This design comes from an exercise in tuning for small area, a short achievable clock period and few clock cycles on the open sky130 flow, not from production work. RTL that was checked went through simulation tests only; none was proved equivalent to the original.

orange:
==> module acc_control, before the edit <==
module acc_control (
  input  logic            clk,
  input  logic            reset,
  input  logic            start,
  output logic            finish,
  output edge_pkg::addr_t addr,
  output logic            en,
  output logic            we,
  output logic            clear,    
  output logic            push,     
  output logic            vpush     
);
  logic       run;       
  logic       fin;       
  logic [3:0] blk;       
  logic [2:0] ph;        
  logic [3:0] blk_n;     
  logic [2:0] ph_n;
  logic [5:0] addr_q;    
  logic [5:0] base_n;    
  logic       last;      
  logic       go;        
  logic       rd_n, wr_n, vr, rd;
  assign last  = (blk == 4'd9) && (ph == 3'd3);
  assign go    = !run && !fin && start;
  assign ph_n  = (ph == 3'd4) ? 3'd0 : ph + 3'd1;
  assign blk_n = (ph == 3'd4) ? blk + 4'd1 : blk;
  function automatic logic blk_write(input logic [3:0] b);
    blk_write = (b == 4'd2) || (b == 4'd4) || (b == 4'd6) || (b == 4'd8) || (b == 4'd9);
  endfunction
  assign wr_n = blk_write(blk_n);
  assign rd_n = !blk_write(blk_n) && !((blk_n == 4'd7) && (ph_n == 3'd4));
  assign rd   = !blk_write(blk) && !((blk == 4'd7) && (ph == 3'd4));
  assign vr   = ((blk == 4'd7) && (ph == 3'd4)) || ((blk == 4'd8) && (ph != 3'd4));
  always_comb begin
    case (blk_n)
      4'd1:    base_n = 6'd5;
      4'd2:    base_n = 6'd24;
      4'd3:    base_n = 6'd10;
      4'd4:    base_n = 6'd29;
      4'd5:    base_n = 6'd15;
      4'd6:    base_n = 6'd34;
      4'd7:    base_n = 6'd20;
      4'd8:    base_n = 6'd39;
      4'd9:    base_n = 6'd44;
      default: base_n = 6'd0;
    endcase
  end
  assign addr  = {10'd0, addr_q};
  assign clear = !run && !fin;
  always_ff @(posedge clk or posedge reset) begin
    if (reset) begin
      run    <= 1'b0;
      fin    <= 1'b0;
      en     <= 1'b0;
      finish <= 1'b0;
    end else begin
      run    <= go || (run && !last);
      fin    <= (run && last) || (fin && start);
      finish <= (run && last) || (finish && start);
      en     <= go || (run && !last && (rd_n || wr_n));
    end
  end
  always_ff @(posedge clk) begin
    push  <= run && (rd || vr);
    vpush <= vr;
    we    <= wr_n;
    if (!run) begin
      blk    <= 4'd0;
      ph     <= 3'd0;
      addr_q <= 6'd0;
    end else begin
      blk    <= blk_n;
      ph     <= ph_n;
      addr_q <= base_n + {3'd0, ph_n};
    end
  end
endmodule
clock: 11.0 ns
lec_check: 0
cap_margin: 20
core_margin: 2
core_utilization: 55
cts_cluster_diameter: 80
cts_cluster_size: 24
slew_margin: 20
buffer_ports_args: -buffer_cell sky130_fd_sc_hd__buf_2
standard.sh (not shown) runs the stock make flow with config.mk's settings and CLKGATE_MAP_FILE= SYNTH_SCRIPT=/design/flow/synth_recipe.tcl, a recipe that flattens the netlist after the stock synthesis.
==> flow/flow/run.sh <==
#!/bin/bash
cp standard.sh standard_sh.copy.log
cat flow/extra.mk >> config.mk
bash standard.sh > standard.log 2>&1
==> flow/flow/extra.mk <==
export BUFFER_PORTS_ARGS = -buffer_cell sky130_fd_sc_hd__buf_2
Testbench counts of orange, summed over its fixed seeds: cycles 9,784.
### orange -> red
-- flow/design.v --
<<< orange, line 110
);
  logic       run;       
  logic       fin;       
  logic [3:0] blk;       
  logic [2:0] ph;        
>>> red, line 110
);
  logic       run;       
  logic       busy;      
  logic [3:0] blk;       
  logic [2:0] ph;        
<<< orange, line 121
  logic       rd_n, wr_n, vr, rd;
  assign last  = (blk == 4'd9) && (ph == 3'd3);
  assign go    = !run && !fin && start;
  assign ph_n  = (ph == 3'd4) ? 3'd0 : ph + 3'd1;
  assign blk_n = (ph == 3'd4) ? blk + 4'd1 : blk;
>>> red, line 121
  logic       rd_n, wr_n, vr, rd;
  assign last  = (blk == 4'd9) && (ph == 3'd3);
  assign go    = !busy && start;
  assign ph_n  = (ph == 3'd4) ? 3'd0 : ph + 3'd1;
  assign blk_n = (ph == 3'd4) ? blk + 4'd1 : blk;
<<< orange, line 146
  end
  assign addr  = {10'd0, addr_q};
  assign clear = !run && !fin;
  always_ff @(posedge clk or posedge reset) begin
    if (reset) begin
      run    <= 1'b0;
      fin    <= 1'b0;
      en     <= 1'b0;
      finish <= 1'b0;
    end else begin
      run    <= go || (run && !last);
      fin    <= (run && last) || (fin && start);
      finish <= (run && last) || (finish && start);
      en     <= go || (run && !last && (rd_n || wr_n));
    end
>>> red, line 146
  end
  assign addr  = {10'd0, addr_q};
  assign clear = !busy;
  always_ff @(posedge clk or posedge reset) begin
    if (reset) begin
      run    <= 1'b0;
      busy   <= 1'b0;
      en     <= 1'b0;
      finish <= 1'b0;
    end else begin
      run    <= go || (run && !last);
      busy   <= start || run;
      finish <= (run && last) || (busy && !run && start);
      en     <= go || (run && !last && (rd_n || wr_n));
    end
Results
Row synthesized cell count: red higher / orange lower. Summary: with orange as the reference, die area in red moved up slightly. Post-placement cell area: red vs orange up about 1%. Routed wire in red totals less than in orange. Of orange and red, the run reporting the lower average cell area after synthesis was red. Delta (red minus orange): number of cells traversed by the worst register-to-register path shows a reduction of 3; filler cell count in the final layout level. Taking orange as the reference, in red number of cells in the design after placement now larger. Worst path required time ended up 2.66 ns higher on red than on orange. Re number of diodes: no difference whatsoever between orange and red.
Only the layout flow was run in red; the RTL was not checked for function there.

re-timing with driven ports:
The flow's constraints put no driver on any port. The routed layouts listed below were extracted and timed again, unchanged, in two steps. Step 1: set_driving_cell puts a clkbuf_16 on clk and a buf_2 on each other input, an assumption about the parent block. Step 2, shift: input delay + t, output delay - t, t = (earliest + latest rising clock arrival at the registers) / 2. This alone moves slack from input paths to output paths. a / b / c = ideal ports / drivers / drivers and shift; a / b = the first two.
run | t (ns) | setup slack, ns | worst setup path at the end | worst register clock-pin slew, ns | worst slew at a driven data input, ns
orange | 0.627 | 7.702 / 7.641 / 7.781 | register to register | 0.10 / 0.10 | 0.04
red | 0.623 | 7.505 / 7.505 / 7.505 | register to register | 0.10 / 0.10 | 0.04
After both steps setup and hold are still met in every run listed.
